This is an optimization exercise on Yosys and OpenROAD, whose aim is small area, a short achievable clock period and few clock cycles, not a production implementation. Where RTL was checked, it was by simulation tests only, not by an equivalence proof against the original.

==> try-pepper <==
## segment_convex_polygon_hit
module segment_convex_polygon_hit #(
	parameter int MAX_VERTICES = scph_pkg::MAX_VERTICES_DEF
) (
	input  logic                          clk,
	input  logic                          arst_n,
	input  logic                          req_valid,
	output logic                          req_stall,
	input  scph_pkg::req_t                req,
	output logic                          rsp_valid,
	input  logic                          rsp_stall,
	output scph_pkg::rsp_t                rsp,
	input  logic                          cfg_valid,
	output logic                          cfg_ready,
	input  logic [scph_pkg::CFG_BITS-1:0] cfg_data
);
make LEC_CHECK=0 CAP_MARGIN=20 CORE_MARGIN=2 CORE_UTILIZATION=40 SETUP_SLACK_MARGIN=3.7 SLEW_MARGIN=20 TNS_END_PERCENT=5 finish   # period 7.5 ns
run.sh (not shown) runs the stock make flow with config.mk's settings and CLKGATE_MAP_FILE= SYNTH_SCRIPT=/design/flow/synth_recipe.tcl, a recipe that flattens the netlist after the stock synthesis.
==> try-delta (differences from try-pepper) <==
Settings changed: TNS_END_PERCENT 5 to default.
==> summary.txt <==
#MultiIn Comb: try-delta 7,368; try-pepper 7,370
Global routing usage summed across all routing layers: try-delta 27.91%; try-pepper 26.84%
Placer congestion estimate: try-delta 0.9847; try-pepper 0.9475
Count of plain and timing-repair buffers in the layout: try-delta 850; try-pepper 662
Run status: try-delta timing/DRC/antenna clean; try-pepper timing/DRC/antenna clean
Multi-input logic portion of the cell area: try-delta 54.50%; try-pepper 54.19%
Final instance area: try-delta 144,800 sq um; try-pepper 138,800 sq um
Number of antenna violations at the first check in global routing: try-delta 35; try-pepper 27
Initial detailed-routing violation count: try-delta 10,398; try-pepper 10,837
Tightest slew margin relative to the limit: try-delta 14.49%; try-pepper 19.49%
N_diodes: try-delta 24; try-pepper 26
Clock buf/inv share: try-delta 3.956%; try-pepper 4.231%
No functional check of the RTL was part of any run of this note.

==> try-xenon <==
segment_convex_polygon_hit, a different RTL version from the one above (not shown whole).
// segment_convex_polygon_hit
module segment_convex_polygon_hit #(
	parameter int MAX_VERTICES = scph_pkg::MAX_VERTICES_DEF
) (
	input  logic                          clk,
	input  logic                          arst_n,
	input  logic                          req_valid,
	output logic                          req_stall,
	input  scph_pkg::req_t                req,
	output logic                          rsp_valid,
	input  logic                          rsp_stall,
	output scph_pkg::rsp_t                rsp,
	input  logic                          cfg_valid,
	output logic                          cfg_ready,
	input  logic [scph_pkg::CFG_BITS-1:0] cfg_data
);
==> flow/config.mk <==
export PLATFORM = sky130hd
export DESIGN_NAME = segment_convex_polygon_hit
export DESIGN_NICKNAME = segment_convex_polygon_hit
export VERILOG_FILES = /design/flow/design.v
export SDC_FILE = /design/flow/constraint.sdc
export NUM_CORES = 4
export LEC_CHECK = 0
export CAP_MARGIN = 20
export CORE_MARGIN = 2
export CORE_UTILIZATION = 40
export SETUP_SLACK_MARGIN = 4.0
export SLEW_MARGIN = 20
export TNS_END_PERCENT = 5
==> flow/constraint.sdc <==
create_clock -name core_clock -period 7.5 [get_ports {clk}]
set_input_delay 1.5000 -clock core_clock [delete_from_list [all_inputs] [get_ports {clk}]]
set_output_delay 1.5000 -clock core_clock [all_outputs]
set_load 0.01 [all_outputs]
==> inputs of try-yarrow, as changes to try-xenon <==
--- a/flow/config.mk
+++ b/flow/config.mk
@@ -9,3 +9,4 @@
 export CORE_MARGIN = 2
-export CORE_UTILIZATION = 40
+export CORE_UTILIZATION = 55
+export PLACE_DENSITY = 0.65
 export SETUP_SLACK_MARGIN = 4.0
==> notes <==
- Against try-xenon, the non-clock buffer count of try-yarrow is higher by 39.
- try-yarrow completed without violations. try-xenon finished with timing, DRC and antenna clean.
- Clock skew: try-yarrow is lower than try-xenon (0.037 ns).
- Die area: try-xenon is larger than try-yarrow (about 37%).
- Sequential cell count is the same in try-xenon and try-yarrow.
- In try-yarrow the setup slack is better than in try-xenon, by 0.12 ns.
- Against try-yarrow, the count of clock-buffer cells in the layout of try-xenon is higher by 13.
==> figures <==
quantity                                                   try-yarrow          try-xenon
Setup slack after layout                                      3.33 ns            3.22 ns
Run status                                             finished clean     finished clean
Mean number of vias per cell                                     6.06               5.60
Die area                                                  226000 um^2        310000 um^2
Wire length on met1                                         172000 um          176000 um
Pre-CTS setup slack                                           2.82 ns            2.89 ns
Worst hold margin                                            0.330 ns           0.327 ns
Cells on worst reg2reg path                                         9                 13
Worst setup path end                               c1_uE0[19]$_DFF_P_  c2_sA[33]$_DFF_P_
Largest fanout on the critical path                                15                  5
R2R Path Start                                      mdyd[5]$_DFFE_PP_  c1_sA0[3]$_DFF_P_
Launching element of the worst setup path           mdyd[5]$_DFFE_PP_  c1_sA0[3]$_DFF_P_
Most prevalent standard cell on the critical path                fa_1               ha_4
Number of nets in the layout                                    13790              13749
Source of the worst hold timing path                 mo_yd[9]$_DFF_P_   mo_yd[6]$_DFF_P_
Final Core Density                                              0.627              0.462
Placed cell areas                                         125000 um^2        127000 um^2
No functional check of the RTL was part of any run of this note.

==> job 1224 <==
segment_convex_polygon_hit, a different RTL version from the one above (not shown whole).
Design segment_convex_polygon_hit, start of the top module:
module segment_convex_polygon_hit #(
	parameter int MAX_VERTICES = scph_pkg::MAX_VERTICES_DEF
) (
	input  logic                          clk,
	input  logic                          arst_n,
	input  logic                          req_valid,
	output logic                          req_stall,
	input  scph_pkg::req_t                req,
	output logic                          rsp_valid,
	input  logic                          rsp_stall,
	output scph_pkg::rsp_t                rsp,
	input  logic                          cfg_valid,
	output logic                          cfg_ready,
	input  logic [scph_pkg::CFG_BITS-1:0] cfg_data
);
export LEC_CHECK = 0
export CAP_MARGIN = 20
export CORE_MARGIN = 2
export CORE_UTILIZATION = 40
export SETUP_SLACK_MARGIN = 4.0
export SLEW_MARGIN = 20
export TNS_END_PERCENT = 5
create_clock -name core_clock -period 7.5 [get_ports {clk}]
==> job 715: changes against job 1224 <==
--- a/flow/design.v
+++ b/flow/design.v
@@ -117,17 +117,16 @@
 		wr_idx  <= req.vertex_index;
 		wr_data <= {req.coord_x, req.coord_y};
 		if (wr_v) begin
 			mem[wr_idx] <= wr_data;
 		end
 	end
 	logic          f_v, f_q, f_first, f_last, f_n3;
 	logic [3:0]    f_k, f_kl;
-	logic [15:0]   f_oh;           
 	logic signed [CB-1:0] ox_q, oy_q, dx_q, dy_q;
 	logic          nf_v, nf_q, nf_first, nf_last;
 	logic          q_new;
 	assign q_new = req.op == scph_pkg::OP_QUERY && n_used >= 5'd2;
 	always_comb begin
 		nf_v     = 1'b0;
 		nf_q     = 1'b0;
 		nf_first = 1'b0;
@@ -150,22 +149,17 @@
 			dx_q <= req.dir_x;
 			dy_q <= req.dir_y;
 		end
 	end
 	logic [2*CB-1:0]       f_vtx;
 	logic signed [CB-1:0]  f_vx, f_vy;
 	logic signed [WB-1:0]  f_x, f_y;
 	logic [26:0]           f_yd;
-	always_comb begin
-		f_vtx = '0;
-		for (int i = 0; i < 16; i++) begin
-			f_vtx = f_vtx | ({(2*CB){f_oh[i]}} & mem[i]);
-		end
-	end
+	assign f_vtx = mem[f_k];
 	assign f_vx  = f_vtx[2*CB-1:CB];
 	assign f_vy  = f_vtx[CB-1:0];
 	assign f_x   = WB'(f_vx) - WB'(ox_q);
 	assign f_y   = WB'(f_vy) - WB'(oy_q);
 	assign f_yd  = benc17(f_y);
 	logic                 m_v, m_q, m_first, m_last, m_n3, m_wrap;
 	logic                 r_v, r_q, r_n3;         
 	logic signed [WB-1:0] m_x, m_y, a_x, b_x, h_x;
@@ -186,16 +180,18 @@
 		end
 		if (f_v && f_q && f_first) begin
 			h_x  <= f_x;
 			h_yd <= f_yd;
 			mdxd <= benc16(dx_q);
 			mdyd <= benc16(dy_q);
 		end
 	end
+	logic [SB-2:0] m_s0, m_s1, m_s2;
+	logic [UB-1:0] m_u0, m_u1, m_u2;
 	logic [17:0] sd_p0, sd_p1, sd_p2, sd_p3, sd_p4, sd_p5, sd_p6, sd_p7, sd_p8;
 	assign sd_p0 = brow(a_x, b_yd[0], b_yd[1], b_yd[2]);
 	assign sd_p1 = brow(a_x, b_yd[3], b_yd[4], b_yd[5]);
 	assign sd_p2 = brow(a_x, b_yd[6], b_yd[7], b_yd[8]);
 	assign sd_p3 = brow(a_x, b_yd[9], b_yd[10], b_yd[11]);
 	assign sd_p4 = brow(a_x, b_yd[12], b_yd[13], b_yd[14]);
 	assign sd_p5 = brow(a_x, b_yd[15], b_yd[16], b_yd[17]);
 	assign sd_p6 = brow(a_x, b_yd[18], b_yd[19], b_yd[20]);
@@ -206,17 +202,17 @@
 	assign sd_n1 = brow(b_x, a_yd[3], a_yd[4], !a_yd[5]);
 	assign sd_n2 = brow(b_x, a_yd[6], a_yd[7], !a_yd[8]);
 	assign sd_n3 = brow(b_x, a_yd[9], a_yd[10], !a_yd[11]);
 	assign sd_n4 = brow(b_x, a_yd[12], a_yd[13], !a_yd[14]);
 	assign sd_n5 = brow(b_x, a_yd[15], a_yd[16], !a_yd[17]);
 	assign sd_n6 = brow(b_x, a_yd[18], a_yd[19], !a_yd[20]);
 	assign sd_n7 = brow(b_x, a_yd[21], a_yd[22], !a_yd[23]);
 	assign sd_n8 = brow(b_x, a_yd[24], a_yd[25], !a_yd[26]);
-	logic [34:0] sd_t_l1_0, sd_t_l1_1, sd_t_l1_2, sd_t_l1_3, sd_t_l1_4, sd_t_l1_5, sd_t_l1_6, sd_t_l1_7, sd_t_l1_8, sd_t_l1_9, sd_t_l1_10, sd_t_l1_11, sd_t_l2_0, sd_t_l2_1, sd_t_l2_2, sd_t_l2_3, sd_t_l2_4, sd_t_l2_5, sd_t_l2_6, sd_t_l2_7, sd_t_l3_0, sd_t_l3_1, sd_t_l3_2, sd_t_l3_3, sd_t_l3_4, sd_t_l3_5, sd_t_l4_0, sd_t_l4_1, sd_t_l4_2, sd_t_l4_3;
+	logic [34:0] sd_t_l1_0, sd_t_l1_1, sd_t_l1_2, sd_t_l1_3, sd_t_l1_4, sd_t_l1_5, sd_t_l1_6, sd_t_l1_7, sd_t_l1_8, sd_t_l1_9, sd_t_l1_10, sd_t_l1_11, sd_t_l2_0, sd_t_l2_1, sd_t_l2_2, sd_t_l2_3, sd_t_l2_4, sd_t_l2_5, sd_t_l2_6, sd_t_l2_7, sd_t_l3_0, sd_t_l3_1, sd_t_l3_2, sd_t_l3_3, sd_t_l3_4, sd_t_l3_5, sd_t_l4_0, sd_t_l4_1, sd_t_l4_2, sd_t_l4_3, sd_t_l5_0, sd_t_l5_1;
 	assign sd_t_l1_0 = (35'(sd_p0) << 0) ^ ((35'(sd_p1) << 2) | (35'(b_yd[2]) << 0)) ^ ((35'(sd_p2) << 4) | (35'(b_yd[5]) << 2));
 	assign sd_t_l1_1 = (((35'(sd_p0) << 0) & ((35'(sd_p1) << 2) | (35'(b_yd[2]) << 0))) | ((35'(sd_p0) << 0) & ((35'(sd_p2) << 4) | (35'(b_yd[5]) << 2))) | (((35'(sd_p1) << 2) | (35'(b_yd[2]) << 0)) & ((35'(sd_p2) << 4) | (35'(b_yd[5]) << 2)))) << 1;
 	assign sd_t_l1_2 = ((35'(sd_p3) << 6) | (35'(b_yd[8]) << 4)) ^ ((35'(sd_p4) << 8) | (35'(b_yd[11]) << 6)) ^ ((35'(sd_p5) << 10) | (35'(b_yd[14]) << 8));
 	assign sd_t_l1_3 = ((((35'(sd_p3) << 6) | (35'(b_yd[8]) << 4)) & ((35'(sd_p4) << 8) | (35'(b_yd[11]) << 6))) | (((35'(sd_p3) << 6) | (35'(b_yd[8]) << 4)) & ((35'(sd_p5) << 10) | (35'(b_yd[14]) << 8))) | (((35'(sd_p4) << 8) | (35'(b_yd[11]) << 6)) & ((35'(sd_p5) << 10) | (35'(b_yd[14]) << 8)))) << 1;
 	assign sd_t_l1_4 = ((35'(sd_p6) << 12) | (35'(b_yd[17]) << 10)) ^ ((35'(sd_p7) << 14) | (35'(b_yd[20]) << 12)) ^ ((35'(sd_p8) << 16) | (35'(b_yd[23]) << 14));
 	assign sd_t_l1_5 = ((((35'(sd_p6) << 12) | (35'(b_yd[17]) << 10)) & ((35'(sd_p7) << 14) | (35'(b_yd[20]) << 12))) | (((35'(sd_p6) << 12) | (35'(b_yd[17]) << 10)) & ((35'(sd_p8) << 16) | (35'(b_yd[23]) << 14))) | (((35'(sd_p7) << 14) | (35'(b_yd[20]) << 12)) & ((35'(sd_p8) << 16) | (35'(b_yd[23]) << 14)))) << 1;
 	assign sd_t_l1_6 = (35'(sd_n0) << 0) ^ ((35'(sd_n1) << 2) | (35'(!a_yd[2]) << 0)) ^ ((35'(sd_n2) << 4) | (35'(!a_yd[5]) << 2));
 	assign sd_t_l1_7 = (((35'(sd_n0) << 0) & ((35'(sd_n1) << 2) | (35'(!a_yd[2]) << 0))) | ((35'(sd_n0) << 0) & ((35'(sd_n2) << 4) | (35'(!a_yd[5]) << 2))) | (((35'(sd_n1) << 2) | (35'(!a_yd[2]) << 0)) & ((35'(sd_n2) << 4) | (35'(!a_yd[5]) << 2)))) << 1;
@@ -237,21 +233,21 @@
 	assign sd_t_l3_2 = sd_t_l2_3 ^ sd_t_l2_4 ^ sd_t_l2_5;
 	assign sd_t_l3_3 = ((sd_t_l2_3 & sd_t_l2_4) | (sd_t_l2_3 & sd_t_l2_5) | (sd_t_l2_4 & sd_t_l2_5)) << 1;
 	assign sd_t_l3_4 = sd_t_l2_6 ^ sd_t_l2_7 ^ (35'h2aaac0000 | (35'(b_yd[26] ^ !a_yd[26]) << 16) | (35'(b_yd[26] & !a_yd[26]) << 17));
 	assign sd_t_l3_5 = ((sd_t_l2_6 & sd_t_l2_7) | (sd_t_l2_6 & (35'h2aaac0000 | (35'(b_yd[26] ^ !a_yd[26]) << 16) | (35'(b_yd[26] & !a_yd[26]) << 17))) | (sd_t_l2_7 & (35'h2aaac0000 | (35'(b_yd[26] ^ !a_yd[26]) << 16) | (35'(b_yd[26] & !a_yd[26]) << 17)))) << 1;
 	assign sd_t_l4_0 = sd_t_l3_0 ^ sd_t_l3_1 ^ sd_t_l3_2;
 	assign sd_t_l4_1 = ((sd_t_l3_0 & sd_t_l3_1) | (sd_t_l3_0 & sd_t_l3_2) | (sd_t_l3_1 & sd_t_l3_2)) << 1;
 	assign sd_t_l4_2 = sd_t_l3_3 ^ sd_t_l3_4 ^ sd_t_l3_5;
 	assign sd_t_l4_3 = ((sd_t_l3_3 & sd_t_l3_4) | (sd_t_l3_3 & sd_t_l3_5) | (sd_t_l3_4 & sd_t_l3_5)) << 1;
-	logic [34:0] m_s0, m_s1, m_s2, m_s3;
-	assign m_s0 = sd_t_l4_0;
-	assign m_s1 = sd_t_l4_1;
-	assign m_s2 = sd_t_l4_2;
-	assign m_s3 = sd_t_l4_3;
+	assign sd_t_l5_0 = sd_t_l4_0 ^ sd_t_l4_1 ^ sd_t_l4_2;
+	assign sd_t_l5_1 = ((sd_t_l4_0 & sd_t_l4_1) | (sd_t_l4_0 & sd_t_l4_2) | (sd_t_l4_1 & sd_t_l4_2)) << 1;
+	assign m_s0 = sd_t_l5_0;
+	assign m_s1 = sd_t_l5_1;
+	assign m_s2 = sd_t_l4_3;
 	logic [17:0] ud_p0, ud_p1, ud_p2, ud_p3, ud_p4, ud_p5, ud_p6, ud_p7;
 	assign ud_p0 = brow(m_y, mdxd[0], mdxd[1], mdxd[2]);
 	assign ud_p1 = brow(m_y, mdxd[3], mdxd[4], mdxd[5]);
 	assign ud_p2 = brow(m_y, mdxd[6], mdxd[7], mdxd[8]);
 	assign ud_p3 = brow(m_y, mdxd[9], mdxd[10], mdxd[11]);
 	assign ud_p4 = brow(m_y, mdxd[12], mdxd[13], mdxd[14]);
 	assign ud_p5 = brow(m_y, mdxd[15], mdxd[16], mdxd[17]);
 	assign ud_p6 = brow(m_y, mdxd[18], mdxd[19], mdxd[20]);
@@ -260,17 +256,17 @@
 	assign ud_n0 = brow(m_x, mdyd[0], mdyd[1], !mdyd[2]);
 	assign ud_n1 = brow(m_x, mdyd[3], mdyd[4], !mdyd[5]);
 	assign ud_n2 = brow(m_x, mdyd[6], mdyd[7], !mdyd[8]);
 	assign ud_n3 = brow(m_x, mdyd[9], mdyd[10], !mdyd[11]);
 	assign ud_n4 = brow(m_x, mdyd[12], mdyd[13], !mdyd[14]);
 	assign ud_n5 = brow(m_x, mdyd[15], mdyd[16], !mdyd[17]);
 	assign ud_n6 = brow(m_x, mdyd[18], mdyd[19], !mdyd[20]);
 	assign ud_n7 = brow(m_x, mdyd[21], mdyd[22], !mdyd[23]);
-	logic [32:0] ud_t_l1_0, ud_t_l1_1, ud_t_l1_2, ud_t_l1_3, ud_t_l1_4, ud_t_l1_5, ud_t_l1_6, ud_t_l1_7, ud_t_l1_8, ud_t_l1_9, ud_t_l2_0, ud_t_l2_1, ud_t_l2_2, ud_t_l2_3, ud_t_l2_4, ud_t_l2_5, ud_t_l2_6, ud_t_l2_7, ud_t_l3_0, ud_t_l3_1, ud_t_l3_2, ud_t_l3_3, ud_t_l4_0, ud_t_l4_1, ud_t_l4_2, ud_t_l4_3;
+	logic [32:0] ud_t_l1_0, ud_t_l1_1, ud_t_l1_2, ud_t_l1_3, ud_t_l1_4, ud_t_l1_5, ud_t_l1_6, ud_t_l1_7, ud_t_l1_8, ud_t_l1_9, ud_t_l2_0, ud_t_l2_1, ud_t_l2_2, ud_t_l2_3, ud_t_l2_4, ud_t_l2_5, ud_t_l2_6, ud_t_l2_7, ud_t_l3_0, ud_t_l3_1, ud_t_l3_2, ud_t_l3_3, ud_t_l4_0, ud_t_l4_1, ud_t_l4_2, ud_t_l4_3, ud_t_l5_0, ud_t_l5_1;
 	assign ud_t_l1_0 = (33'(ud_p0) << 0) ^ ((33'(ud_p1) << 2) | (33'(mdxd[2]) << 0)) ^ ((33'(ud_p2) << 4) | (33'(mdxd[5]) << 2));
 	assign ud_t_l1_1 = (((33'(ud_p0) << 0) & ((33'(ud_p1) << 2) | (33'(mdxd[2]) << 0))) | ((33'(ud_p0) << 0) & ((33'(ud_p2) << 4) | (33'(mdxd[5]) << 2))) | (((33'(ud_p1) << 2) | (33'(mdxd[2]) << 0)) & ((33'(ud_p2) << 4) | (33'(mdxd[5]) << 2)))) << 1;
 	assign ud_t_l1_2 = ((33'(ud_p3) << 6) | (33'(mdxd[8]) << 4)) ^ ((33'(ud_p4) << 8) | (33'(mdxd[11]) << 6)) ^ ((33'(ud_p5) << 10) | (33'(mdxd[14]) << 8));
 	assign ud_t_l1_3 = ((((33'(ud_p3) << 6) | (33'(mdxd[8]) << 4)) & ((33'(ud_p4) << 8) | (33'(mdxd[11]) << 6))) | (((33'(ud_p3) << 6) | (33'(mdxd[8]) << 4)) & ((33'(ud_p5) << 10) | (33'(mdxd[14]) << 8))) | (((33'(ud_p4) << 8) | (33'(mdxd[11]) << 6)) & ((33'(ud_p5) << 10) | (33'(mdxd[14]) << 8)))) << 1;
 	assign ud_t_l1_4 = ((33'(ud_p6) << 12) | (33'(mdxd[17]) << 10)) ^ ((33'(ud_p7) << 14) | (33'(mdxd[20]) << 12)) ^ (33'(ud_n0) << 0);
 	assign ud_t_l1_5 = ((((33'(ud_p6) << 12) | (33'(mdxd[17]) << 10)) & ((33'(ud_p7) << 14) | (33'(mdxd[20]) << 12))) | (((33'(ud_p6) << 12) | (33'(mdxd[17]) << 10)) & (33'(ud_n0) << 0)) | (((33'(ud_p7) << 14) | (33'(mdxd[20]) << 12)) & (33'(ud_n0) << 0))) << 1;
 	assign ud_t_l1_6 = ((33'(ud_n1) << 2) | (33'(!mdyd[2]) << 0)) ^ ((33'(ud_n2) << 4) | (33'(!mdyd[5]) << 2)) ^ ((33'(ud_n3) << 6) | (33'(!mdyd[8]) << 4));
 	assign ud_t_l1_7 = ((((33'(ud_n1) << 2) | (33'(!mdyd[2]) << 0)) & ((33'(ud_n2) << 4) | (33'(!mdyd[5]) << 2))) | (((33'(ud_n1) << 2) | (33'(!mdyd[2]) << 0)) & ((33'(ud_n3) << 6) | (33'(!mdyd[8]) << 4))) | (((33'(ud_n2) << 4) | (33'(!mdyd[5]) << 2)) & ((33'(ud_n3) << 6) | (33'(!mdyd[8]) << 4)))) << 1;
@@ -287,54 +283,40 @@
 	assign ud_t_l3_0 = ud_t_l2_0 ^ ud_t_l2_1 ^ ud_t_l2_2;
 	assign ud_t_l3_1 = ((ud_t_l2_0 & ud_t_l2_1) | (ud_t_l2_0 & ud_t_l2_2) | (ud_t_l2_1 & ud_t_l2_2)) << 1;
 	assign ud_t_l3_2 = ud_t_l2_3 ^ ud_t_l2_4 ^ ud_t_l2_5;
 	assign ud_t_l3_3 = ((ud_t_l2_3 & ud_t_l2_4) | (ud_t_l2_3 & ud_t_l2_5) | (ud_t_l2_4 & ud_t_l2_5)) << 1;
 	assign ud_t_l4_0 = ud_t_l3_0 ^ ud_t_l3_1 ^ ud_t_l3_2;
 	assign ud_t_l4_1 = ((ud_t_l3_0 & ud_t_l3_1) | (ud_t_l3_0 & ud_t_l3_2) | (ud_t_l3_1 & ud_t_l3_2)) << 1;
 	assign ud_t_l4_2 = ud_t_l3_3 ^ ud_t_l2_6 ^ ud_t_l2_7;
 	assign ud_t_l4_3 = ((ud_t_l3_3 & ud_t_l2_6) | (ud_t_l3_3 & ud_t_l2_7) | (ud_t_l2_6 & ud_t_l2_7)) << 1;
-	logic [32:0] m_u0, m_u1, m_u2, m_u3;
-	assign m_u0 = ud_t_l4_0;
-	assign m_u1 = ud_t_l4_1;
-	assign m_u2 = ud_t_l4_2;
-	assign m_u3 = ud_t_l4_3;
+	assign ud_t_l5_0 = ud_t_l4_0 ^ ud_t_l4_1 ^ ud_t_l4_2;
+	assign ud_t_l5_1 = ((ud_t_l4_0 & ud_t_l4_1) | (ud_t_l4_0 & ud_t_l4_2) | (ud_t_l4_1 & ud_t_l4_2)) << 1;
+	assign m_u0 = ud_t_l5_0;
+	assign m_u1 = ud_t_l5_1;
+	assign m_u2 = ud_t_l4_3;
 	logic                 c1_q, c1_first, c1_edge, c1_wrap, c1_rv, c1_rq, c1_n3;
-	logic [34:0] c1_s0, c1_s1, c1_s2, c1_s3, c1_sx, c1_sc;
-	logic signed [34:0] c1_s;
+	logic [SB-2:0]        c1_s0, c1_s1, c1_s2, c1_sx, c1_sc;
+	logic [UB-1:0]        c1_u0, c1_u1, c1_u2, c1_ux, c1_uc;
+	logic signed [SB-2:0] c1_s;
+	logic signed [UB-1:0] c1_u;
 	always_ff @(posedge clk) begin
 		c1_s0 <= m_s0;
 		c1_s1 <= m_s1;
 		c1_s2 <= m_s2;
-		c1_s3 <= m_s3;
-	end
-	logic [34:0] c1_st_l1_0, c1_st_l1_1, c1_st_l2_0, c1_st_l2_1;
-	assign c1_st_l1_0 = c1_s0 ^ c1_s1 ^ c1_s2;
-	assign c1_st_l1_1 = ((c1_s0 & c1_s1) | (c1_s0 & c1_s2) | (c1_s1 & c1_s2)) << 1;
-	assign c1_st_l2_0 = c1_st_l1_0 ^ c1_st_l1_1 ^ c1_s3;
-	assign c1_st_l2_1 = ((c1_st_l1_0 & c1_st_l1_1) | (c1_st_l1_0 & c1_s3) | (c1_st_l1_1 & c1_s3)) << 1;
-	assign c1_sx = c1_st_l2_0;
-	assign c1_sc = c1_st_l2_1;
-	assign c1_s = c1_sx + c1_sc;
-	logic [32:0] c1_u0, c1_u1, c1_u2, c1_u3, c1_ux, c1_uc;
-	logic signed [32:0] c1_u;
-	always_ff @(posedge clk) begin
 		c1_u0 <= m_u0;
 		c1_u1 <= m_u1;
 		c1_u2 <= m_u2;
-		c1_u3 <= m_u3;
 	end
-	logic [32:0] c1_ut_l1_0, c1_ut_l1_1, c1_ut_l2_0, c1_ut_l2_1;
-	assign c1_ut_l1_0 = c1_u0 ^ c1_u1 ^ c1_u2;
-	assign c1_ut_l1_1 = ((c1_u0 & c1_u1) | (c1_u0 & c1_u2) | (c1_u1 & c1_u2)) << 1;
-	assign c1_ut_l2_0 = c1_ut_l1_0 ^ c1_ut_l1_1 ^ c1_u3;
-	assign c1_ut_l2_1 = ((c1_ut_l1_0 & c1_ut_l1_1) | (c1_ut_l1_0 & c1_u3) | (c1_ut_l1_1 & c1_u3)) << 1;
-	assign c1_ux = c1_ut_l2_0;
-	assign c1_uc = c1_ut_l2_1;
-	assign c1_u = c1_ux + c1_uc;
+	assign c1_sx = c1_s0 ^ c1_s1 ^ c1_s2;
+	assign c1_sc = ((c1_s0 & c1_s1) | (c1_s0 & c1_s2) | (c1_s1 & c1_s2)) << 1;
+	assign c1_ux = c1_u0 ^ c1_u1 ^ c1_u2;
+	assign c1_uc = ((c1_u0 & c1_u1) | (c1_u0 & c1_u2) | (c1_u1 & c1_u2)) << 1;
+	assign c1_s  = c1_sx + c1_sc;
+	assign c1_u  = c1_ux + c1_uc;
 	logic                 c2_q, c2_first, c2_edge, c2_wrap, c2_rv, c2_rq, c2_n3;
 	logic signed [SB-2:0] c2_s;
 	logic signed [UB-1:0] c2_u, c2_up, c2_uh;
 	logic                 c2_sneg, c2_szero, c2_uneg, c2_uzero;
 	logic                 c2_upneg, c2_upzero, c2_uhneg, c2_uhzero;
 	logic                 out_o_q, out_e_q, hit_q;
 	always_ff @(posedge clk) begin
 		c2_s      <= c1_s;
@@ -436,17 +418,16 @@
 			stall_q    <= 1'b0;
 			wr_v       <= 1'b0;
 			f_v        <= 1'b0;
 			f_q        <= 1'b0;
 			f_first    <= 1'b0;
 			f_last     <= 1'b0;
 			f_n3       <= 1'b0;
 			f_k        <= '0;
-			f_oh       <= 16'd1;
 			f_kl       <= '0;
 			m_v        <= 1'b0;
 			m_q        <= 1'b0;
 			m_first    <= 1'b0;
 			m_last     <= 1'b0;
 			m_n3       <= 1'b0;
 			m_wrap     <= 1'b0;
 			r_v        <= 1'b0;
@@ -482,21 +463,19 @@
 				vcount_q <= cfg_data;
 			end
 			wr_v <= acc && req.op == scph_pkg::OP_WRITE;
 			f_v     <= nf_v;
 			f_q     <= nf_q;
 			f_first <= nf_first;
 			f_last  <= nf_last;
 			if (f_v && f_q && !f_last) begin
-				f_k  <= f_k + 4'd1;
-				f_oh <= {f_oh[14:0], 1'b0};
+				f_k <= f_k + 4'd1;
 			end else begin
 				f_k  <= '0;
-				f_oh <= 16'd1;
 				f_kl <= 4'(n_used - 5'd1);
 				f_n3 <= n_used >= 5'd3;
 			end
 			m_v     <= f_v && f_last;
 			m_q     <= f_v && f_q;
 			m_first <= f_first;
 			m_last  <= f_last;
 			m_n3    <= f_n3;
Settings changed: SETUP_SLACK_MARGIN 4.0 to 3.7, TNS_END_PERCENT 5 to unset.
==> comparison table <==
Result of the run: job 1224 timing/DRC/antenna clean; job 715 timing/DRC/antenna clean
Destination of the worst hold path: job 1224 a_yd[24]; job 715 a_yd[10]
Area taken by flip-flops and latches: job 1224 33,800 µm²; job 715 32,300 µm²
Share of cell area taken by flip-flops and latches: job 1224 38.7%; job 715 35.2%
Met3 layer usage reported by global route: job 1224 4.29%; job 715 3.83%
Fraction of registers with async set/reset: job 1224 5.90%; job 715 4.95%
Number of ordinary and repair buffers in the finished layout: job 1224 287; job 715 499
# clk buffers: job 1224 176; job 715 199
Final weighted congestion in routability-driven placement: job 1224 0.899; job 715 0.895
Post-synthesis cell area: job 1224 77,000 µm²; job 715 77,100 µm²
Testbench counts of job 1224, summed over its fixed seeds: cycles 37,015.
Function not checked in job 715: the RTL went through the layout flow alone.

afterwards: timing with drivers on the ports:
Ports are ideal in the flow. The routed layouts listed here were re-timed in OpenROAD. Step 1: set_driving_cell puts a clkbuf_16 on clk and a buf_2 on each other input, an assumption about the parent block. Step 2 moves the port delays by t, midway between the first and last clock arrival at a register: inputs arrive t later, outputs are due t later. That takes back most of the time a late clock gives input paths. Three values: no drivers, after step 1, after step 2; two values: the first two.
run | shift t [ns] | setup WS [ns] | latest minus earliest clock arrival (ns) | pins driven straight from the clock port
try-pepper | 0.954 | 3.121 / 3.121 / 3.121 | 0.127 / 0.127 | 1
try-delta | 0.976 | 3.120 / 3.120 / 3.120 | 0.118 / 0.119 | 1
try-xenon | 0.990 | 3.216 / 3.216 / 3.216 | 0.144 / 0.144 | 1
try-yarrow | 0.981 | 3.332 / 3.332 / 3.331 | 0.095 / 0.095 | 1
job 1224 | 0.872 | 3.657 / 3.657 / 3.314 | 0.051 / 0.052 | 1
job 715 | 0.875 | 3.237 / 3.237 / 3.237 | 0.056 / 0.057 | 1
After both steps setup and hold are still met in every run listed. The setup slack of job 1224, which loses most, moves by 0.000 ns with the drivers and by -0.343 ns with both steps.
